This is an optimization exercise on Yosys and OpenROAD, whose aim is small area, a short achievable clock period and few clock cycles per item, not a production implementation. The RTL was checked by simulation tests, not by an equivalence proof against the original design. Power is estimated from default activity; no workload was simulated.

==> flow/design.v, too long to show whole: its modules and the start of the top module <==
// module dffc_store: 63 lines
// module dffc_fa: 5 lines
// module dffc_ha: 4 lines
// module dffc_han: 4 lines
// module dffc_mac: 4618 lines
// module direct_form_fir_convolver_unit: 166 lines
module direct_form_fir_convolver_unit (
  input  wire logic                                clk_i,
  input  wire logic                                rst_ni,
  input  wire logic                                req_valid_i,
  output logic                                     req_ready_o,
  input  wire logic                                req_type_i,
  input  wire logic [dffc_pkg::CIDX_W-1:0]         req_coef_index_i,
  input  wire logic signed [dffc_pkg::COEF_W-1:0]  req_coef_value_i,
  input  wire logic signed [dffc_pkg::SMP_W-1:0]   req_sample_value_i,
  input  wire logic                                req_first_sample_i,
  output logic                                     res_valid_o,
  input  wire logic                                res_ready_i,
  output logic signed [dffc_pkg::SUM_W-1:0]        res_filtered_sum_o
);
  // ...
==> flow/flow/run.sh <==
#!/bin/bash
# Layout flow: the standard flow with two changes.
# 1. Yosys's early generic ABC pass is skipped (synth -noabc). That pass re-expresses
#    the adder tree's majority functions with inverted outputs, so extract_fa leaves an
#    inverter between most pairs of full adders. Registers and their names are unchanged.
# 2. Global routing reserves more of met1 and met2 (flow/fastroute.tcl), so that the
#    detailed router has room for pin access in the dense adder tree.
set -e
set -o pipefail
export SYNTH_ARGS="-noabc"
export FASTROUTE_TCL="$PWD/flow/fastroute.tcl"
bash standard.sh synth 2>&1 | tee synth.log > /dev/null
bash standard.sh finish 2>&1 | tee layout.log > /dev/null
==> flow/flow/fastroute.tcl <==
# global routing capacity: keep more of met1 and met2 free for pin access
set_global_routing_layer_adjustment met1 0.5
set_global_routing_layer_adjustment met2 0.3
set_global_routing_layer_adjustment met3-met5 0.2
set_routing_layers -clock met3-met5
set_routing_layers -signal met1-met5
==> flow/standard.sh <==
#!/bin/bash
# synth_recipe.tcl (not shown) runs the flow's synth.tcl, then flattens the netlist and writes it again
# the make line also repeats each setting of config.mk as NAME=value (left out here)
make -C /OpenROAD-flow-scripts/flow DESIGN_CONFIG=/design/flow/config.mk WORK_HOME=/design/flow/orfs CLKGATE_MAP_FILE= SYNTH_SCRIPT=/design/flow/synth_recipe.tcl "${@:-finish}"
==> flow/config.mk <==
export PLATFORM = sky130hd
export DESIGN_NAME = direct_form_fir_convolver_unit
export DESIGN_NICKNAME = direct_form_fir_convolver_unit
export VERILOG_FILES = /design/flow/design.v
export SDC_FILE = /design/flow/constraint.sdc
export NUM_CORES = 4
export LEC_CHECK = 0
export ABC_AREA = 1
export CAP_MARGIN = 20
export CORE_MARGIN = 2
export CORE_UTILIZATION = 45
export PLACE_DENSITY = 0.55
export SETUP_SLACK_MARGIN = 3.8
export SLEW_MARGIN = 20
export TNS_END_PERCENT = 5
==> flow/constraint.sdc <==
create_clock -name core_clock -period 7.0 [get_ports {clk_i}]
set_input_delay 1.4000 -clock core_clock [delete_from_list [all_inputs] [get_ports {clk_i}]]
set_output_delay 1.4000 -clock core_clock [all_outputs]
set_load 0.01 [all_outputs]
==> impl_metrics.tcl, run 1 <==
set metrics [dict create \
    status "complete, no violations" \
    clock_cell_area_share 0.0650 \
    detail_route.wl_per_cell_um 45.9 \
    number_of_enable_flip_flop_cells_after_synthesis 1313 \
    cts.hold.buffers_added 0 \
    power_leader "clock" \
    fp-row-count 307 \
    drt.antenna.violating_nets 0 \
    via_count 214000 \
    ioPinCount 84 \
    n_antenna_cell 395 \
    fin_hold_ws_ps 288 \
    crit_path_max_incr_delay_ps 880 \
    report.final.hold_viol_count 0 \
    biggestCellCategory "multi-input combinational cells" \
    clock_buffers 900 \
    clock_net_power_uw 36100 \
    unrepaired_setup_endpoints_after_global_routing "yes" \
    async_reset_ff_frac 0.00569 \
    non_clk_invs 2457 \
    grt_util_met2 0.698 \
    p_per_cell_area_nw_per_um2 226 \
    design.core.area_um2 698000 \
    dpl.cell_count 33700 \
    multi_input_area_share 0.496 \
    final_common_cell "sky130_fd_sc_hd__o22ai_1" \
    worst_setup_hold_path_clk_slew_ps 60 \
    crit_fanout 1 \
    cts_tree "built" \
    use_met3 0.385 \
    timing.critical_path.buf_inv 2 \
    route.met2.wl_um 630000 \
    crit_arrival_ps 4620 \
    largest_register_ffs 2059 \
    crit_path_frequent_cell "sky130_fd_sc_hd__fa_1" \
]
Testbench counts, summed over its fixed seeds: cycles 2,120, items 768.
==> module direct_form_fir_convolver_unit, before the edit <==
module direct_form_fir_convolver_unit (
  input  wire logic                                clk_i,
  input  wire logic                                rst_ni,
  input  wire logic                                req_valid_i,
  output logic                                     req_ready_o,
  input  wire logic                                req_type_i,
  input  wire logic [dffc_pkg::CIDX_W-1:0]         req_coef_index_i,
  input  wire logic signed [dffc_pkg::COEF_W-1:0]  req_coef_value_i,
  input  wire logic signed [dffc_pkg::SMP_W-1:0]   req_sample_value_i,
  input  wire logic                                req_first_sample_i,
  output logic                                     res_valid_o,
  input  wire logic                                res_ready_i,
  output logic signed [dffc_pkg::SUM_W-1:0]        res_filtered_sum_o
);
  localparam int unsigned PW = dffc_pkg::PS_W;
  localparam int unsigned SW = dffc_pkg::SUM_W;
  localparam int unsigned ML = dffc_pkg::MAC_LAT;
  localparam int unsigned FD = dffc_pkg::FIFO_D;
  localparam int unsigned CR = dffc_pkg::CREDITS;
  logic          rst_q;
  logic          ready_q;
  logic          rq_vld_q;
  logic          rq_type_q;
  logic          rq_first_q;
  logic [5:0]    rq_idx_q;
  logic [15:0]   rq_cval_q;
  logic [15:0]   rq_sval_q;
  logic [CR:1]   owed_q;      
  logic          req_xfer, inc, dec;
  logic          out_v_q;
  assign req_ready_o = ready_q;
  assign req_xfer    = req_valid_i && ready_q;
  assign inc         = req_xfer && req_type_i;
  assign dec         = out_v_q && res_ready_i;
  always_ff @(posedge clk_i) begin
    rst_q      <= rst_ni;
    rq_type_q  <= req_type_i;
    rq_first_q <= req_first_sample_i;
    rq_idx_q   <= req_coef_index_i;
    rq_cval_q  <= req_coef_value_i;
    rq_sval_q  <= req_sample_value_i;
  end
  always_ff @(posedge clk_i or negedge rst_ni) begin
    if (!rst_ni) begin
      ready_q  <= 1'b0;
      rq_vld_q <= 1'b0;
      owed_q   <= '0;
    end else begin
      rq_vld_q <= req_xfer;
      if (inc && !dec) begin
        owed_q <= {owed_q[CR-1:1], 1'b1};
      end else if (dec && !inc) begin
        owed_q <= {1'b0, owed_q[CR:2]};
      end
      ready_q  <= !inc && rst_q && (dec || !owed_q[CR]);
    end
  end
  logic coef_we, smp_we, ori;
  logic [dffc_pkg::TAPS*dffc_pkg::COEF_W-1:0] coef;
  logic [dffc_pkg::TAPS*12-1:0]              dig;
  assign coef_we = rq_vld_q && !rq_type_q;
  assign smp_we  = rq_vld_q && rq_type_q;
  dffc_store u_store (
    .clk_i      (clk_i),
    .clr_i      (!rst_q),
    .coef_we_i  (coef_we),
    .coef_idx_i (rq_idx_q),
    .cval_i     (rq_cval_q),
    .sval_i     (rq_sval_q),
    .smp_we_i   (smp_we),
    .first_i    (rq_first_q),
    .ori_o      (ori),
    .coef_o     (coef),
    .dig_o      (dig)
  );
  logic [PW-1:0] psum;
  dffc_mac u_mac (
    .clk_i  (clk_i),
    .coef_i (coef),
    .dig_i  (dig),
    .sum_o  (psum)
  );
  logic        w1_q, w2_q;
  logic [ML:1] t1_q, t2_q, th_q;
  always_ff @(posedge clk_i or negedge rst_ni) begin
    if (!rst_ni) begin
      w1_q <= 1'b0;
      w2_q <= 1'b0;
      t1_q <= '0;
      t2_q <= '0;
    end else begin
      w1_q <= smp_we && rst_q;
      w2_q <= w1_q;
      t1_q <= {t1_q[ML-1:1], w1_q};
      t2_q <= {t2_q[ML-1:1], w2_q};
    end
  end
  always_ff @(posedge clk_i) begin
    th_q <= {th_q[ML-1:1], ori};
  end
  logic [PW-1:0] hi_q, lo_q;
  logic          y_v_q;
  logic [SW-1:0] y;
  always_ff @(posedge clk_i) begin
    if ((t1_q[ML] || t2_q[ML]) && th_q[ML]) begin
      hi_q <= psum;
    end
    if ((t1_q[ML] || t2_q[ML]) && !th_q[ML]) begin
      lo_q <= psum;
    end
  end
  always_ff @(posedge clk_i or negedge rst_ni) begin
    if (!rst_ni) begin
      y_v_q <= 1'b0;
    end else begin
      y_v_q <= t2_q[ML];
    end
  end
  assign y = {PW'(hi_q + {{8{lo_q[PW-1]}}, lo_q[PW-1:8]}), lo_q[7:0]};
  logic [SW-1:0] out_q;
  logic [SW-1:0] fifo_q [FD];
  logic [FD-1:0] wp_q, rp_q, fv_q;
  logic [SW-1:0] head;
  logic          out_free, f_empty, push, pop;
  assign out_free = !out_v_q || res_ready_i;
  assign f_empty  = !(|fv_q);
  assign pop      = out_free && !f_empty;
  assign push     = y_v_q && (out_v_q || !f_empty);
  always_comb begin
    head = '0;
    for (int k = 0; k < FD; k++) begin
      head = head | ({SW{rp_q[k]}} & fifo_q[k]);
    end
  end
  always_ff @(posedge clk_i or negedge rst_ni) begin
    if (!rst_ni) begin
      out_v_q <= 1'b0;
      wp_q    <= FD'(1);
      rp_q    <= FD'(1);
      fv_q    <= '0;
    end else begin
      if (out_free) begin
        out_v_q <= !f_empty || (y_v_q && !out_v_q);
      end
      if (push) begin
        wp_q <= {wp_q[FD-2:0], wp_q[FD-1]};
      end
      if (pop) begin
        rp_q <= {rp_q[FD-2:0], rp_q[FD-1]};
      end
      fv_q <= (fv_q & ~({FD{pop}} & rp_q)) | ({FD{push}} & wp_q);
    end
  end
  always_ff @(posedge clk_i) begin
    if (out_free) begin
      out_q <= f_empty ? y : head;    
    end
    for (int k = 0; k < FD; k++) begin
      if (push && wp_q[k]) begin
        fifo_q[k] <= y;
      end
    end
  end
  assign res_valid_o        = out_v_q;
  assign res_filtered_sum_o = out_q;
endmodule
==> run 2, diff against run 1 <==
--- a/flow/design.v
+++ b/flow/design.v
@@ -8,7 +8,7 @@
   localparam int unsigned SUM_W  = 38;
   localparam int unsigned PS_W   = 30;
   localparam int unsigned MAC_LAT = 5;
-  localparam int unsigned FIFO_D  = 5;
+  localparam int unsigned FIFO_D  = 4;
   localparam int unsigned CREDITS = FIFO_D + 1;
 endpackage
 `default_nettype wire
@@ -4811,25 +4811,17 @@
   always_ff @(posedge clk_i) begin
     th_q <= {th_q[ML-1:1], ori};
   end
-  logic [PW-1:0] hi_q, lo_q;
-  logic          y_v_q;
+  logic [PW-1:0] prev_q;
+  logic [PW-1:0] shi, slo;
+  logic          y_v;
   logic [SW-1:0] y;
   always_ff @(posedge clk_i) begin
-    if ((t1_q[ML] || t2_q[ML]) && th_q[ML]) begin
-      hi_q <= psum;
-    end
-    if ((t1_q[ML] || t2_q[ML]) && !th_q[ML]) begin
-      lo_q <= psum;
-    end
-  end
-  always_ff @(posedge clk_i or negedge rst_ni) begin
-    if (!rst_ni) begin
-      y_v_q <= 1'b0;
-    end else begin
-      y_v_q <= t2_q[ML];
-    end
+    prev_q <= psum;
   end
-  assign y = {PW'(hi_q + {{8{lo_q[PW-1]}}, lo_q[PW-1:8]}), lo_q[7:0]};
+  assign y_v = t2_q[ML];
+  assign shi = th_q[ML] ? psum : prev_q;
+  assign slo = th_q[ML] ? prev_q : psum;
+  assign y   = {PW'(shi + {{8{slo[PW-1]}}, slo[PW-1:8]}), slo[7:0]};
   logic [SW-1:0] out_q;
   logic [SW-1:0] fifo_q [FD];
   logic [FD-1:0] wp_q, rp_q, fv_q;
@@ -4838,7 +4830,7 @@
   assign out_free = !out_v_q || res_ready_i;
   assign f_empty  = !(|fv_q);
   assign pop      = out_free && !f_empty;
-  assign push     = y_v_q && (out_v_q || !f_empty);
+  assign push     = y_v && (out_v_q || !f_empty);
   always_comb begin
     head = '0;
     for (int k = 0; k < FD; k++) begin
@@ -4853,7 +4845,7 @@
       fv_q    <= '0;
     end else begin
       if (out_free) begin
-        out_v_q <= !f_empty || (y_v_q && !out_v_q);
+        out_v_q <= !f_empty || (y_v && !out_v_q);
       end
       if (push) begin
         wp_q <= {wp_q[FD-2:0], wp_q[FD-1]};
==> flow/flow/run.sh (replaced) <==
#!/bin/bash
# Layout flow: the standard flow with three changes.
# 1. Yosys's early generic ABC pass is skipped (synth -noabc). That pass re-expresses
#    the adder tree's majority functions with inverted outputs, so extract_fa leaves an
#    inverter between most pairs of full adders. Registers and their names are unchanged.
# 2. Global routing reserves more of met1 and met2 (flow/fastroute.tcl), so that the
#    detailed router has room for pin access in the dense adder tree.
# 3. Every port still gets a buffer, but a plain buf_4 instead of the delay buffer that
#    buffer_ports picks by default.
set -e
set -o pipefail
export SYNTH_ARGS="-noabc"
export FASTROUTE_TCL="$PWD/flow/fastroute.tcl"
export BUFFER_PORTS_ARGS="-buffer_cell sky130_fd_sc_hd__buf_4"
bash standard.sh synth 2>&1 | tee synth.log > /dev/null
bash standard.sh finish 2>&1 | tee layout.log > /dev/null
--- a/flow/config.mk
+++ b/flow/config.mk
@@ -9,7 +9,9 @@
 export CAP_MARGIN = 20
 export CORE_MARGIN = 2
 export CORE_UTILIZATION = 45
+export CTS_CLUSTER_DIAMETER = 100
+export CTS_CLUSTER_SIZE = 15
 export PLACE_DENSITY = 0.55
-export SETUP_SLACK_MARGIN = 3.8
+export SETUP_SLACK_MARGIN = 4.0
 export SLEW_MARGIN = 20
-export TNS_END_PERCENT = 5
+export TNS_END_PERCENT = 10
==> impl_metrics.tcl, run 2 <==
set metrics [dict create \
    antenna_found_initial 330 \
    drive_gt1_frac 0.0532 \
    finalSetupViolations 0 \
    transition_time_at_the_pin_with_the_least_slew_margin_ps 1350 \
    static_leakage_uw 0.130 \
    async_reset_ff_frac 0.00487 \
    max_freq_ghz 0.296 \
    die-width_um 838 \
    sum_of_routed_wire_length_over_all_layers_um 1630000 \
    status "complete, no violations" \
    setup.worst_path.start_class "flop" \
    grt_pass1_wl_um 2130000 \
    ir_worst_vdd_mv 0.225 \
    tritoncts.num_buffers 416 \
    ioPinCount 84 \
    floorplan.initialDensity 0.451 \
    tritoncts_num_sinks 5546 \
    timing.critical_path.buf_inv 3 \
    height_of_the_die_um 838 \
    final.setup_skew_ps 87.2 \
    synthesis_warnings 7 \
    yosysTopAreaCellShare 0.291 \
    worst-endpoint-required_ps 8030 \
    largest_register_ffs 2059 \
    grt_max_degree 180 \
    mostFrequentLayoutCells "5421 x sky130_fd_sc_hd__o22ai_1, 4440 x sky130_fd_sc_hd__fa_1, 4192 x sky130_fd_sc_hd__dfxtp_1" \
    drt.antenna.violating_nets 0 \
    drt-pass1-iter-count 6 \
    max_flop_register "u_mac.q0" \
    design.core.area_um2 694000 \
    syn-instance-count 26400 \
    first_global_vias 227000 \
    crit_arrival_ps 4400 \
    clock_path_buffers 4 \
    cts-root-buf "sky130_fd_sc_hd__clkbuf_16" \
    global_placement_routability_congestion 1.14 \
    viasPerCell 6.08 \
    crit_path_max_incr_delay_ps 540 \
    synth.most_common_cell "sky130_fd_sc_hd__o22ai_1" \
    unrepaired_setup_endpoints_after_global_routing "yes" \
    critPathTopFamily "buffers and inverters" \
    setup.worst_path.end_class "flop" \
    htree_num_levels 5 \
    critical_path.cell_chain "nand2_4 > nor2_4 > inv_2 > or2_4 > buf_12 > buf_16 > o22ai_1" \
    synth_top_flop_cell "sky130_fd_sc_hd__dfxtp_1" \
    synth.cell_area_um2 313000 \
    detailedPlacementHpwl_um 1400000 \
    syn_area_per_cell_um2 11.9 \
    reg.largest.list "u_mac.q0 x2059, u_store.coef_q x1024" \
    hp-class "primary input to async pin" \
    report.final.hold_viol_count 0 \
    cts_tree "built" \
    detail_route.drc_violations 0 \
    post_synth_num_cell_types 40 \
    post-route-worst-setup-slack_ps 3630 \
    post_synth_main_area_contributors "sky130_fd_sc_hd__fa_1 29%, sky130_fd_sc_hd__dfxtp_1 28%, sky130_fd_sc_hd__edfxtp_1 12%" \
    final_period_demand_of_the_worst_path_ps 3370 \
    area.growth.synth_to_final_pct 6.25 \
    grt-ovfl-total 0 \
    crit_fanout 99 \
    syn_nets 31100 \
    timing.final.max_slew_violations 0 \
    globalRouteTotalUtil 0.551 \
    detail_route.wl_per_cell_um 46.8 \
    synth-seq-cells 5546 \
    via_count 212000 \
    design.die.area_um2 703000 \
    final.setup.tns_ps 0 \
    critical_path_class "flop to flop" \
    worst_setup_hold_path_clk_slew_ps 80 \
    final_common_cell "sky130_fd_sc_hd__o22ai_1" \
    synth.yosys.seq_area_share 0.394 \
    count_of_port_buffers_added_during_placement 83 \
    fin_crit_sh 0.482 \
    drt_first_iter_violations 16100 \
    worstSkewPairLatency_ps 1160 \
    most_frequent_cells_after_synthesis "5422 x sky130_fd_sc_hd__o22ai_1, 4559 x sky130_fd_sc_hd__fa_1, 4304 x sky130_fd_sc_hd__dfxtp_1" \
    cpMaxStageDelayCell "sky130_fd_sc_hd__buf_16" \
    number_of_enable_flip_flop_cells_after_synthesis 1215 \
    fp-row-count 306 \
    p_per_cell_area_nw_per_um2 201 \
    dp_slack_ps 3340 \
    slew_headroom 0.0982 \
    finalNetCount 29600 \
    cap_violations 0 \
    netlist.top_cell.by_area "sky130_fd_sc_hd__fa_1" \
]
==> run 2: changes by cell type after synthesis, moves of 35 or more <==
cell	before	now
sky130_fd_sc_hd__edfxtp_1	1313	1215
sky130_fd_sc_hd__buf_6	11	68
sky130_fd_sc_hd__nand2_1	901	864
sky130_fd_sc_hd__o22ai_1	5458	5422
sky130_fd_sc_hd__clkbuf_1	1905	1870
sky130_fd_sc_hd__o22ai_2	0	35
==> run 2: final timing paths <==
check | startpoint | end | slack (ps) | depth (start not counted)
min | rst_ni | out_v_q | 240 | 1
max reg2reg | rq_vld_q | u_store.ha_q[32][3] | 3630 | 7
max in group asynchronous | rst_ni | ready_q | 6350 | 1
max | rq_vld_q | u_store.ha_q[32][3] | 3630 | 7
min in group core_clock | u_mac.q0[445] | u_mac.q1[56] | 330 | 0
min reg2reg | u_mac.q0[445] | u_mac.q1[56] | 330 | 0
==> run 2: cells by family after synthesis <==
kind of cell             count (synthesis)  share of synthesized area
AND/OR/NAND/NOR                       1150                     0.0146
XOR/XNOR                              4135                      0.116
buffers and inverters                 4866                     0.0611
adder cells (fa/ha/maj)               4639                      0.295
flip-flops                            5546                      0.394
multiplexers                             2                  0.0000679
AO/OA/AOI/OAI                         6083                      0.121
==> run 2: power by group <==
group          internal (µW)  switching, µW
Sequential             34000           1240
Clock                  11300          12800
Combinational           2610           5080
Total                  47900          19100
==> run 2: worst register-to-register path, stage by stage (launching register included) <==
cell                      delay [ps]
sky130_fd_sc_hd__dfrtp_1         420
sky130_fd_sc_hd__nand2_4         210
sky130_fd_sc_hd__nor2_4          360
sky130_fd_sc_hd__inv_2           240
sky130_fd_sc_hd__or2_4           400
sky130_fd_sc_hd__buf_12          220
sky130_fd_sc_hd__buf_16         1070
sky130_fd_sc_hd__o22ai_1         330
==> run 2: per-stage QoR <==
stage          cells  area [µm²]  total power, µW  hold WS [ps]  utilization
6_report       34800      333000            67000           241        0.480
5_1_grt        34600      332000            68900           227        0.479
4_1_cts        34400      331000            67000           195        0.477
3_5_place_dp   33700      319000            43400           313        0.459
3_3_place_gp   33700      319000            43400           311        0.459
2_1_floorplan  26400      313000            40200           310            -
==> run 2: layer usage <==
metal,up-vias,track usage,routed length (µm)
met5,-,0.0303,5040
met4,274,0.402,173000
met3,4062,0.401,303000
met2,13500,0.690,617000
met1,107000,0.718,530000
li1,86500,-,-
==> run 2: layout make-up <==
type	count	area, µm²
Sequential cell	5546	123000
Antenna cell	404	1010
Timing Repair Buffer	439	3690
Multi-Input combinational cell	16000	171000
Clock buffer	627	11300
Tap cell	9240	11600
Fill cell	62500	361000
Clock inverter	50	763
Inverter	2485	9630
==> run 2: repair_timing <==
action	CTS	global route
hold endpoints to repair	0	0
endpoints found under the setup margin	1837	1844
gates resized for setup	65	234
hold buffers	0	0
buffers inserted	1	15
pin swaps	8	30
cloned	3	0
Testbench counts of run 2, summed over its fixed seeds: cycles 2,112, items 768.
==> run 3, diff against run 2 <==
--- a/flow/config.mk
+++ b/flow/config.mk
@@ -8,10 +8,10 @@
 export ABC_AREA = 1
 export CAP_MARGIN = 20
 export CORE_MARGIN = 2
-export CORE_UTILIZATION = 45
+export CORE_UTILIZATION = 55
 export CTS_CLUSTER_DIAMETER = 100
 export CTS_CLUSTER_SIZE = 15
-export PLACE_DENSITY = 0.55
+export PLACE_DENSITY = 0.62
 export SETUP_SLACK_MARGIN = 4.0
 export SLEW_MARGIN = 20
 export TNS_END_PERCENT = 10
==> impl_metrics.tcl, run 3 <==
set metrics [dict create \
    syn_area_per_cell_um2 11.9 \
    cts-root-buf "sky130_fd_sc_hd__clkbuf_16" \
    synth.cell_area_um2 313000 \
    fill_cells 45900 \
    yosysTopAreaCellShare 0.291 \
    post_synth_main_area_contributors "sky130_fd_sc_hd__fa_1 29%, sky130_fd_sc_hd__dfxtp_1 28%, sky130_fd_sc_hd__edfxtp_1 12%" \
    final_common_cell "sky130_fd_sc_hd__o22ai_1" \
    sum_of_routed_wire_length_over_all_layers_um 1570000 \
    critical_path_class "flop to flop" \
    globalRouteTotalUtil 0.652 \
    synth.most_common_cell "sky130_fd_sc_hd__o22ai_1" \
    transition_time_at_the_pin_with_the_least_slew_margin_ps 1270 \
    count_of_port_buffers_added_during_placement 83 \
    syn_nets 31100 \
    detailedPlacementHpwl_um 1320000 \
    worst_setup_hold_path_clk_slew_ps 80 \
    drt-pass1-iter-count 9 \
    crit_arrival_ps 4380 \
    first_global_vias 233000 \
    design.core.area_um2 568000 \
    ff_latch_area_um2 124000 \
    max_flop_register "u_mac.q0" \
    final.setup_skew_ps 86.1 \
    setup.worst_path.end_class "flop" \
    via_count 223000 \
    height_of_the_die_um 759 \
    clock_path_buffers 4 \
    p_per_cell_area_nw_per_um2 201 \
    hp-class "primary input to async pin" \
    slew_headroom 0.145 \
    timing.final.max_slew_violations 0 \
    detail_route.wl_per_cell_um 47.2 \
    grt-ovfl-total 0 \
    fin_crit_sh 0.484 \
    ir_worst_vdd_mv 0.295 \
    drt_first_iter_violations 21300 \
    reg.largest.list "u_mac.q0 x2059, u_store.coef_q x1024" \
    final_period_demand_of_the_worst_path_ps 3390 \
    unrepaired_setup_endpoints_after_global_routing "yes" \
    layout.core_utilization 0.582 \
    mostFrequentLayoutCells "5422 x sky130_fd_sc_hd__o22ai_1, 4460 x sky130_fd_sc_hd__fa_1, 4146 x sky130_fd_sc_hd__dfxtp_1" \
    drt.antenna.violating_nets 0 \
    cts_tree "built" \
    fp-row-count 277 \
    static_leakage_uw 0.130 \
    ioPinCount 84 \
    tritoncts_num_sinks 5546 \
    cap_violations 0 \
    setup.worst_path.start_class "flop" \
    final_design_area_no_fill_um2 331000 \
    area_taken_by_multi_input_logic_gates_um2 171000 \
    most_frequent_cells_after_synthesis "5422 x sky130_fd_sc_hd__o22ai_1, 4559 x sky130_fd_sc_hd__fa_1, 4304 x sky130_fd_sc_hd__dfxtp_1" \
    number_of_enable_flip_flop_cells_after_synthesis 1215 \
    floorplan.initialDensity 0.551 \
    async_reset_ff_frac 0.00487 \
    grt_max_degree 178 \
    placed_area_um2 316000 \
    htree_num_levels 5 \
    synth-seq-cells 5546 \
    report.power.total_uw 66700 \
    cts.hold.buffers_added 0 \
    netlist.top_cell.by_area "sky130_fd_sc_hd__fa_1" \
    synth_top_flop_cell "sky130_fd_sc_hd__dfxtp_1" \
    status "complete, no violations" \
    max_freq_ghz 0.295 \
    drive_gt1_frac 0.0512 \
    grt_pass1_wl_um 2060000 \
    detail_route.drc_violations 0 \
    report.final.hold_viol_count 0 \
    antenna_found_initial 400 \
    synth.yosys.seq_area_share 0.394 \
    tritoncts.num_buffers 410 \
    final.setup.tns_ps 0 \
    die-width_um 759 \
    worst-endpoint-required_ps 7990 \
    worstSkewPairLatency_ps 1160 \
    area.growth.synth_to_final_pct 5.67 \
    crit_fanout 1 \
    design.die.area_um2 576000 \
    syn-instance-count 26400 \
    post_synth_num_cell_types 40 \
    viasPerCell 6.67 \
    largest_register_ffs 2059 \
    synthesis_warnings 7 \
    finalNetCount 29500 \
    global_placement_routability_congestion 1.22 \
    finalSetupViolations 0 \
]
-- run 3: cell types whose count changed in the layout (fill, tap and decap cells not counted), moves of 30 or more --
cell                       delta
sky130_fd_sc_hd__buf_4       -73
sky130_fd_sc_hd__clkbuf_1    +30
sky130_fd_sc_hd__dfxtp_1     -46
sky130_fd_sc_hd__dfxtp_2     +44
sky130_fd_sc_hd__diode_2    +340
-- run 3: logic make-up (layout without fill, tap and decap cells) --
family / after synthesis / count (layout) / synth area share
AOI/OAI and AO/OA: 6083 / 6083 / 0.121
xor gates and xnor gates: 4135 / 4135 / 0.116
adders and majority gates: 4639 / 4639 / 0.295
buffers and inverters: 4866 / 3547 / 0.0611
DFF: 5546 / 5546 / 0.394
muxes: 2 / 2 / 0.0000679
other: 0 / 744 / 0
and+or+nand+nor: 1150 / 1150 / 0.0146
-- run 3: per-layer routing --
layer | up-vias | wire (µm) | part of all wire | global-route usage
met3 | 6231 | 318000 | 0.20 | 0.527
met1 | 110000 | 463000 | 0.29 | 0.748
met4 | 298 | 195000 | 0.12 | 0.573
met2 | 19600 | 588000 | 0.37 | 0.779
met5 | - | 11200 | 0.0071 | 0.214
li1 | 86800 | - | - | -
-- run 3: what timing repair did --
action	in CTS	in global routing
gates cloned	1	1
setup endpoints to repair	1820	1689
buffers inserted	4	8
pin swaps	2	16
gates resized for setup	33	320
endpoints found under the hold margin	0	0
-- run 3: final timing paths --
kind                          startpoint  slack (ps)      endpoint  cells after the start
setup / recovery           u_mac.q0[678]        3610  u_mac.q1[95]                      4
hold / removal                    rst_ni         240       rp_q[1]                      1
setup reg to reg           u_mac.q0[678]        3610  u_mac.q1[95]                      4
hold reg to reg            u_mac.q0[445]         320  u_mac.q1[56]                      0
max in group asynchronous         rst_ni        6310       ready_q                      1
min in group core_clock    u_mac.q0[445]         320  u_mac.q1[56]                      0
-- run 3: layout make-up --
type / instances / area share
clock inverter: 32 / 0.00163
antenna: 744 / 0.00562
inverter: 2485 / 0.0292
tap: 7533 / 0.0285
sequential: 5546 / 0.373
multi-input combinational: 16000 / 0.518
timing repair buffer: 381 / 0.0102
clock buffer: 649 / 0.0341
-- run 3: worst max-delay path, stage by stage, from the launching register on --
cell	delay, ps
sky130_fd_sc_hd__dfxtp_1	330
sky130_fd_sc_hd__fa_1	1160
sky130_fd_sc_hd__fa_1	700
sky130_fd_sc_hd__fa_1	570
sky130_fd_sc_hd__fa_1	490
-- run 3: metrics by stage --
stage | hold WS (ps) | worst slack (ps) | instances
floorplan | 310 | 4250 | 26400
global placement | 311 | 3140 | 31900
detailed placement | 312 | 3340 | 31900
CTS | 238 | 3630 | 32600
global route | 282 | 3690 | 33100
finish | 245 | 3610 | 33400
-- run 3: report_power, final --
part	internal, µW	leakage (µW)	switching [µW]
Sequential	34000	0.0473	1190
Clock	11100	0.00564	12500
Combinational	2630	0.0765	5230
Total	47700	0.130	19000
==> run 4, diff against run 3 <==
--- a/flow/config.mk
+++ b/flow/config.mk
@@ -8,10 +8,10 @@
 export ABC_AREA = 1
 export CAP_MARGIN = 20
 export CORE_MARGIN = 2
-export CORE_UTILIZATION = 55
+export CORE_UTILIZATION = 62
 export CTS_CLUSTER_DIAMETER = 100
 export CTS_CLUSTER_SIZE = 15
-export PLACE_DENSITY = 0.62
+export PLACE_DENSITY = 0.68
 export SETUP_SLACK_MARGIN = 4.0
 export SLEW_MARGIN = 20
 export TNS_END_PERCENT = 10
==> impl_metrics.tcl, run 4 <==
set metrics [dict create \
    final.setup.tns_ps 0 \
    synthesis_warnings 7 \
    fin_hold_ws_ps 211 \
    htree_num_levels 5 \
    fin_crit_sh 0.490 \
    first_global_vias 236000 \
    cap_violations 0 \
    synth.most_common_cell "sky130_fd_sc_hd__o22ai_1" \
    fp-row-count 261 \
    crit_fanout 1 \
    max_flop_register "u_mac.q0" \
    cts-root-buf "sky130_fd_sc_hd__clkbuf_16" \
    synth-seq-cells 5546 \
    slew_headroom 0.0442 \
    height_of_the_die_um 715 \
    count_of_port_buffers_added_during_placement 83 \
    detail_route.drc_violations 0 \
    p_per_cell_area_nw_per_um2 202 \
    globalRouteTotalUtil 0.690 \
    synth.yosys.seq_area_share 0.394 \
    worst-endpoint-required_ps 8030 \
    static_leakage_uw 0.129 \
    ir_worst_vdd_mv 0.233 \
    netlist.top_cell.by_area "sky130_fd_sc_hd__fa_1" \
    grt_pass1_wl_um 1970000 \
    design.die.area_um2 511000 \
    viasPerCell 6.94 \
    synth_top_flop_cell "sky130_fd_sc_hd__dfxtp_1" \
    worst_setup_hold_path_clk_slew_ps 70 \
    reg.largest.list "u_mac.q0 x2059, u_store.coef_q x1024" \
    detailedPlacementHpwl_um 1220000 \
    dp_slack_ps 3430 \
    layout.core_utilization 0.652 \
    cts.hold.buffers_added 0 \
    setup.worst_path.start_class "flop" \
    drt.antenna.violating_nets 0 \
    total_met3_wirelength_after_detailed_routing_um 316000 \
    r2r_slack_ps 3570 \
    synth.cell_area_um2 313000 \
    clock_path_buffers 4 \
    routedLengthMet1_um 422000 \
    grt_max_degree 208 \
    area_taken_by_multi_input_logic_gates_um2 171000 \
    dr.max_layer_used "met5" \
    post_synth_main_area_contributors "sky130_fd_sc_hd__fa_1 29%, sky130_fd_sc_hd__dfxtp_1 28%, sky130_fd_sc_hd__edfxtp_1 12%" \
    most_frequent_cells_after_synthesis "5422 x sky130_fd_sc_hd__o22ai_1, 4559 x sky130_fd_sc_hd__fa_1, 4304 x sky130_fd_sc_hd__dfxtp_1" \
    final_design_area_no_fill_um2 329000 \
    syn_nets 31100 \
    max_freq_ghz 0.292 \
    mostFrequentLayoutCells "5420 x sky130_fd_sc_hd__o22ai_1, 4503 x sky130_fd_sc_hd__fa_1, 4158 x sky130_fd_sc_hd__dfxtp_1" \
    post-route-worst-setup-slack_ps 3570 \
    status "complete, no violations" \
    number_of_enable_flip_flop_cells_after_synthesis 1215 \
    tritoncts_num_sinks 5546 \
    route.met2.wl_um 537000 \
    unrepaired_setup_endpoints_after_global_routing "yes" \
    drt_first_iter_violations 22600 \
    die-width_um 715 \
    tritoncts.num_buffers 409 \
    design.core.area_um2 504000 \
    placed_area_um2 315000 \
    syn-instance-count 26400 \
    report.final.hold_viol_count 0 \
    antenna_found_initial 344 \
    worstSkewPairLatency_ps 1190 \
    timing.final.max_slew_violations 0 \
    largest_register_ffs 2059 \
    fill_cells 37500 \
    yosysTopAreaCellShare 0.291 \
    hp-class "primary input to async pin" \
    area.growth.synth_to_final_pct 4.91 \
    sum_of_routed_wire_length_over_all_layers_um 1480000 \
    async_reset_ff_frac 0.00487 \
    final.setup_skew_ps 136 \
    cts_tree "built" \
    critical_path_class "flop to flop" \
    transition_time_at_the_pin_with_the_least_slew_margin_ps 1430 \
    finalNetCount 29500 \
    grt-ovfl-total 0 \
    syn_area_per_cell_um2 11.9 \
    drt-pass1-iter-count 9 \
    ff_latch_area_um2 124000 \
    global_placement_routability_congestion 1.27 \
    final_common_cell "sky130_fd_sc_hd__o22ai_1" \
    post_synth_num_cell_types 40 \
    finalSetupViolations 0 \
    floorplan.initialDensity 0.621 \
    crit_arrival_ps 4460 \
    detail_route.wl_per_cell_um 45.8 \
    setup.worst_path.end_class "flop" \
    drive_gt1_frac 0.0454 \
    via_count 224000 \
    ioPinCount 84 \
    final_period_demand_of_the_worst_path_ps 3430 \
]
## run 4: what timing repair did
item | 4_1_cts | 5_1_grt
endpoints found under the setup margin | 1466 | 1792
buffers inserted | 5 | 9
cloned | 3 | 0
endpoints found under the hold margin | 0 | 0
pin swaps | 1 | 6
gates resized for setup | 44 | 181
## run 4: critical path, cell delays in order, from the launching register on
cell,delay [ps]
sky130_fd_sc_hd__dfxtp_1,330
sky130_fd_sc_hd__fa_1,940
sky130_fd_sc_hd__fa_1,1100
sky130_fd_sc_hd__fa_1,510
sky130_fd_sc_hd__fa_1,430
## run 4: path summary, 6_finish.rpt
| check | start | to | depth (start not counted) |
|---|---|---|---|
| setup / recovery | u_mac.q0[979] | u_mac.q1[188] | 4 |
| hold / removal | rst_ni | wp_q[1] | 1 |
| setup reg to reg | u_mac.q0[979] | u_mac.q1[188] | 4 |
| hold reg to reg | th_q[2] | th_q[3] | 0 |
| max in group asynchronous | rst_ni | rp_q[0] | 1 |
| min in group core_clock | th_q[2] | th_q[3] | 0 |
## run 4: area by class of cell
class / instances / area share
antenna: 485 / 0.00369
clock buffer: 634 / 0.0339
clock inverter: 31 / 0.00187
inverter: 2485 / 0.0288
multi-input combinational: 16000 / 0.521
sequential: 5546 / 0.376
tap: 6706 / 0.0255
timing repair buffer: 356 / 0.00944
## run 4: metrics by stage
step	std cells	total power (µW)
after floorplan	26400	40200
after global placement	31100	43100
after detailed placement	31100	43200
after CTS	31800	65700
after global routing	32100	67800
final	32300	66400
## run 4: power breakdown
group	switching [µW]	internal, µW
logic	5180	2610
clock network	12400	11000
registers	1210	34000
total	18800	47600
## run 4: kinds of logic (layout without fill, tap and decap cells)
group,count (synthesis),count (layout),synth area share
fa+ha+maj,4639,4639,0.295
xor+xnor,4135,4135,0.116
compound gates,6083,6083,0.121
mux,2,2,0.0000679
other cells,0,485,0
buf+inv,4866,3506,0.0611
flops,5546,5546,0.394
simple gates,1150,1151,0.0146
## run 4: metal layers
layer | global-route usage | vias to the layer above
li1 | - | 86400
met1 | 0.786 | 109000
met2 | 0.809 | 21500
met3 | 0.582 | 6816
met4 | 0.592 | 394
met5 | 0.306 | -
==> module dffc_store, before the edit <==
module dffc_store (
  input  wire logic                                         clk_i,
  input  wire logic                                         clr_i,
  input  wire logic                                         coef_we_i,
  input  wire logic [dffc_pkg::IDX_W-1:0]                   coef_idx_i,
  input  wire logic [15:0]                                  cval_i,
  input  wire logic [15:0]                                  sval_i,
  input  wire logic                                         smp_we_i,
  input  wire logic                                         first_i,
  output logic                                              ori_o,
  output logic [dffc_pkg::TAPS*dffc_pkg::COEF_W-1:0]        coef_o,
  output logic [dffc_pkg::TAPS*12-1:0]                      dig_o
);
  localparam int unsigned N = dffc_pkg::TAPS;
  logic [15:0] coef_q [N];
  logic [11:0] ha_q   [N];
  logic [11:0] hb_q   [N];
  logic        ori_q;
  logic [15:0] coef_d;
  logic        sh0, shk, swp;
  logic [23:0] enc;
  logic [16:0] xe;
  assign xe = {sval_i, 1'b0};
  for (genvar i = 0; i < 8; i++) begin : g_enc
    logic b0, b1, b2;
    assign b0 = xe[2*i];
    assign b1 = xe[2*i+1];
    assign b2 = xe[2*i+2];
    assign enc[3*i]   = b1 ^ b0;
    assign enc[3*i+1] = (b2 & !b1 & !b0) | (!b2 & b1 & b0);
    assign enc[3*i+2] = b2 & !(b1 & b0);
  end
  assign coef_d = clr_i ? 16'h0000 : cval_i;
  assign sh0    = smp_we_i && !clr_i;
  assign shk    = smp_we_i && !first_i && !clr_i;
  assign swp    = !smp_we_i && !clr_i;
  always_ff @(posedge clk_i) begin
    if (!smp_we_i) begin
      ori_q <= !ori_q;
    end
  end
  for (genvar j = 0; j < N; j++) begin : g_ent
    always_ff @(posedge clk_i) begin
      if (clr_i || (coef_we_i && (coef_idx_i == dffc_pkg::IDX_W'(j)))) begin
        coef_q[j] <= coef_d;
      end
    end
    if (j == 0) begin : g_head
      always_ff @(posedge clk_i) begin
        ha_q[j] <= ({12{sh0}} & (ori_q ? enc[23:12] : enc[11:0])) | ({12{swp}} & hb_q[j]);
        hb_q[j] <= ({12{sh0}} & (ori_q ? enc[11:0] : enc[23:12])) | ({12{swp}} & ha_q[j]);
      end
    end else begin : g_body
      always_ff @(posedge clk_i) begin
        ha_q[j] <= ({12{shk}} & ha_q[j-1]) | ({12{swp}} & hb_q[j]);
        hb_q[j] <= ({12{shk}} & hb_q[j-1]) | ({12{swp}} & ha_q[j]);
      end
    end
    assign coef_o[j*16 +: 16] = coef_q[j];
    assign dig_o[j*12 +: 12]  = ha_q[j];
  end
  assign ori_o = ori_q;
endmodule
==> run 5, diff against run 4 <==
--- a/flow/design.v
+++ b/flow/design.v
@@ -15,6 +15,7 @@
 `default_nettype none
 module dffc_store (
   input  wire logic                                         clk_i,
+  input  wire logic                                         rst_ni,
   input  wire logic                                         clr_i,
   input  wire logic                                         coef_we_i,
   input  wire logic [dffc_pkg::IDX_W-1:0]                   coef_idx_i,
@@ -49,8 +50,10 @@
   assign sh0    = smp_we_i && !clr_i;
   assign shk    = smp_we_i && !first_i && !clr_i;
   assign swp    = !smp_we_i && !clr_i;
-  always_ff @(posedge clk_i) begin
-    if (!smp_we_i) begin
+  always_ff @(posedge clk_i or negedge rst_ni) begin
+    if (!rst_ni) begin
+      ori_q <= 1'b0;
+    end else if (!smp_we_i) begin
       ori_q <= !ori_q;
     end
   end
@@ -4775,6 +4778,7 @@
   assign smp_we  = rq_vld_q && rq_type_q;
   dffc_store u_store (
     .clk_i      (clk_i),
+    .rst_ni     (rst_ni),
     .clr_i      (!rst_q),
     .coef_we_i  (coef_we),
     .coef_idx_i (rq_idx_q),
--- a/flow/config.mk
+++ b/flow/config.mk
@@ -8,10 +8,10 @@
 export ABC_AREA = 1
 export CAP_MARGIN = 20
 export CORE_MARGIN = 2
-export CORE_UTILIZATION = 62
+export CORE_UTILIZATION = 45
 export CTS_CLUSTER_DIAMETER = 100
 export CTS_CLUSTER_SIZE = 15
-export PLACE_DENSITY = 0.68
+export PLACE_DENSITY = 0.55
 export SETUP_SLACK_MARGIN = 4.0
 export SLEW_MARGIN = 20
 export TNS_END_PERCENT = 10
==> impl_metrics.tcl, run 5 <==
set metrics [dict create \
    globalRouteTotalUtil 0.549 \
    cts.hold.buffers_added 0 \
    detail_route.drc_violations 0 \
    drt_first_iter_violations 17600 \
    synthesis_warnings 7 \
    synth.yosys.seq_area_share 0.389 \
    cts-root-buf "sky130_fd_sc_hd__clkbuf_16" \
    yosysTopAreaCellShare 0.288 \
    status "complete, no violations" \
    floorplan.initialDensity 0.451 \
    setup.worst_path.end_class "flop" \
    viasPerCell 6.07 \
    worst_setup_hold_path_clk_slew_ps 70 \
    via_count 212000 \
    fin_crit_sh 0.469 \
    dr.max_layer_used "met5" \
    crit_arrival_ps 4290 \
    syn_area_per_cell_um2 12.0 \
    worst-endpoint-required_ps 8010 \
    synth-seq-cells 5546 \
    pwr-share-comb 0.139 \
    final.setup_skew_ps 65.6 \
    transition_time_at_the_pin_with_the_least_slew_margin_ps 1260 \
    grt-ovfl-total 0 \
    final_common_cell "sky130_fd_sc_hd__o22ai_1" \
    height_of_the_die_um 843 \
    number_of_enable_flip_flop_cells_after_synthesis 1214 \
    final.setup.tns_ps 0 \
    cap_violations 0 \
    tritoncts_num_sinks 5546 \
    setup.worst_path.start_class "flop" \
    sum_of_routed_wire_length_over_all_layers_um 1650000 \
    stdcell_count 34900 \
    clock_path_buffers 4 \
    max_flop_register "u_mac.q0" \
    total_met3_wirelength_after_detailed_routing_um 291000 \
    slew_headroom 0.158 \
    htree_num_levels 5 \
    finalNetCount 29600 \
    route.met2.wl_um 638000 \
    global_placement_routability_congestion 1.16 \
    finalSetupViolations 0 \
    drt-pass1-iter-count 7 \
    p_sw_uw 20600 \
    area.growth.synth_to_final_pct 6.49 \
    timing.final.max_slew_violations 0 \
    layout.core_utilization 0.480 \
    sequentialPowerShare 0.513 \
    count_of_port_buffers_added_during_placement 83 \
    drive_gt1_frac 0.0856 \
    ir_worst_vdd_mv 0.410 \
    dp_slack_ps 3290 \
    post-route-worst-setup-slack_ps 3720 \
    power_frac_clock 0.348 \
    die-width_um 843 \
    synth.most_common_cell "sky130_fd_sc_hd__o22ai_1" \
    antenna_found_initial 357 \
    grt_max_degree 195 \
    reg.largest.list "u_mac.q0 x2059, u_store.coef_q x1024" \
    hp-class "primary input to async pin" \
    routedLengthMet1_um 534000 \
    design.die.area_um2 711000 \
    detail_route.wl_per_cell_um 47.1 \
    worstSkewPairLatency_ps 1170 \
    first_global_vias 227000 \
    design.core.area_um2 703000 \
    fp-row-count 308 \
    grt_pass1_wl_um 2150000 \
    mostFrequentLayoutCells "4773 x sky130_fd_sc_hd__o22ai_1, 4316 x sky130_fd_sc_hd__fa_1, 4155 x sky130_fd_sc_hd__dfxtp_1" \
    tritoncts.num_buffers 418 \
    async_reset_ff_frac 0.00505 \
    critical_path_class "flop to flop" \
    report.final.hold_viol_count 0 \
    largest_register_ffs 2059 \
    synth_top_flop_cell "sky130_fd_sc_hd__dfxtp_1" \
    dpl.cell_count 33700 \
    synth.cell_area_um2 317000 \
    most_frequent_cells_after_synthesis "4777 x sky130_fd_sc_hd__o22ai_1, 4559 x sky130_fd_sc_hd__fa_1, 4304 x sky130_fd_sc_hd__dfxtp_1" \
    p_sw_frac 0.296 \
    post_synth_main_area_contributors "sky130_fd_sc_hd__fa_1 29%, sky130_fd_sc_hd__dfxtp_1 27%, sky130_fd_sc_hd__edfxtp_1 11%" \
    cellInternalPower_uw 48900 \
    syn_nets 31100 \
    cts_tree "built" \
    syn-instance-count 26400 \
    netlist.top_cell.by_area "sky130_fd_sc_hd__fa_1" \
    static_leakage_uw 0.130 \
    p_per_cell_area_nw_per_um2 206 \
    post_synth_num_cell_types 42 \
    drt.antenna.violating_nets 0 \
    final_period_demand_of_the_worst_path_ps 3280 \
    crit_fanout 1 \
    unrepaired_setup_endpoints_after_global_routing "yes" \
    ioPinCount 84 \
    max_freq_ghz 0.305 \
    fin_hold_ws_ps 193 \
    detailedPlacementHpwl_um 1410000 \
]
## run 5: final cells by class
type	instances	area, µm²
inverter	2470	9590
fill	63500	365000
timing repair buffer	430	3730
sequential	5546	124000
tap	9300	11600
clock buffer	641	11400
multi-input combinational	16000	176000
antenna	509	1270
clock inverter	52	683
## run 5: cell families (layout without fill, tap and decap cells)
logic type / Yosys count / in the layout / synth area share
AOI/OAI and AO/OA: 6081 / 6081 / 0.132
DFF: 5546 / 5546 / 0.389
buffers and inverters: 4851 / 3593 / 0.0598
adders and majority gates: 4639 / 4639 / 0.291
xor gates and xnor gates: 4135 / 4135 / 0.114
and+or+nand+nor: 1144 / 1144 / 0.0144
muxes: 2 / 2 / 0.0000671
other: 0 / 509 / 0
## run 5: worst paths after layout
check	start	endpoint	slack [ps]	cells past startpoint
worst max-delay path	u_mac.q0[34]	u_mac.q1[2]	3720	4
worst min-delay path	rst_ni	t2_q[1]	190	1
worst max register to register	u_mac.q0[34]	u_mac.q1[2]	3720	4
worst min register to register	u_mac.q1[0]	u_mac.q2[0]	330	0
max in group asynchronous	rst_ni	rp_q[0]	6470	1
min in group core_clock	u_mac.q1[0]	u_mac.q2[0]	330	0
## run 5: power groups by stage
stage	clock, µW	sequential [µW]	combinational, µW
after floorplan	0	35400	6310
after global placement	0	36400	9360
after detailed placement	0	36400	9380
after CTS	24400	35600	9510
after global routing	25400	35700	10500
final	24200	35600	9660
## run 5: metrics by stage
step | cell area (µm²) | total power [µW]
global route | 337000 | 71500
CTS | 335000 | 69500
finish | 338000 | 69400
floorplan | 317000 | 41700
global placement | 323000 | 45700
detailed placement | 323000 | 45800
## run 5: repair_timing
action / CTS / global route
pin swaps: 2 / 31
setup endpoints to repair: 1476 / 1444
gates resized for setup: 92 / 388
buffers inserted: 3 / 5
gates cloned: 1 / 1
## run 5: worst max-delay path: stages (launching register included)
cell and delay, ps:
sky130_fd_sc_hd__dfxtp_1 320, sky130_fd_sc_hd__fa_1 1230, sky130_fd_sc_hd__fa_1 580, sky130_fd_sc_hd__fa_1 580, sky130_fd_sc_hd__fa_1 430
## run 5: routing by layer
metal	up-vias	track usage
li1	86400	-
met1	108000	0.702
met5	-	0.0223
met2	13400	0.696
met3	4238	0.388
met4	240	0.424
Testbench counts of run 5, summed over its fixed seeds: cycles 2,112, items 768.

-- what the ideal ports hide --
How much do the figures lean on ideal ports? The routed layouts below were timed once more, with nothing changed but the port constraints. Step 1: set_driving_cell puts a clkbuf_16 on clk_i and a buf_2 on each other input, an assumption about the parent block. Step 2 times the ports against the registers' clock, not the clock port: input delays grow and output delays shrink by t, the midpoint of the rising clock arrivals with the driver on. Three values: ideal, step 1, step 2; two values: the first two.
run	shift t [ns]	slack for setup (ns)	hold slack, ns
run 1	1.331	3.480 / 3.480 / 3.480	0.288 / 0.161 / 0.317
run 2	1.263	3.625 / 3.564 / 3.625	0.241 / 0.116 / 0.326
run 3	1.261	3.610 / 3.609 / 3.610	0.245 / 0.126 / 0.318
run 4	1.280	3.571 / 3.571 / 3.571	0.211 / 0.104 / 0.328
run 5	1.284	3.720 / 3.649 / 3.720	0.193 / 0.077 / 0.328
After both steps every run listed still meets setup and hold.
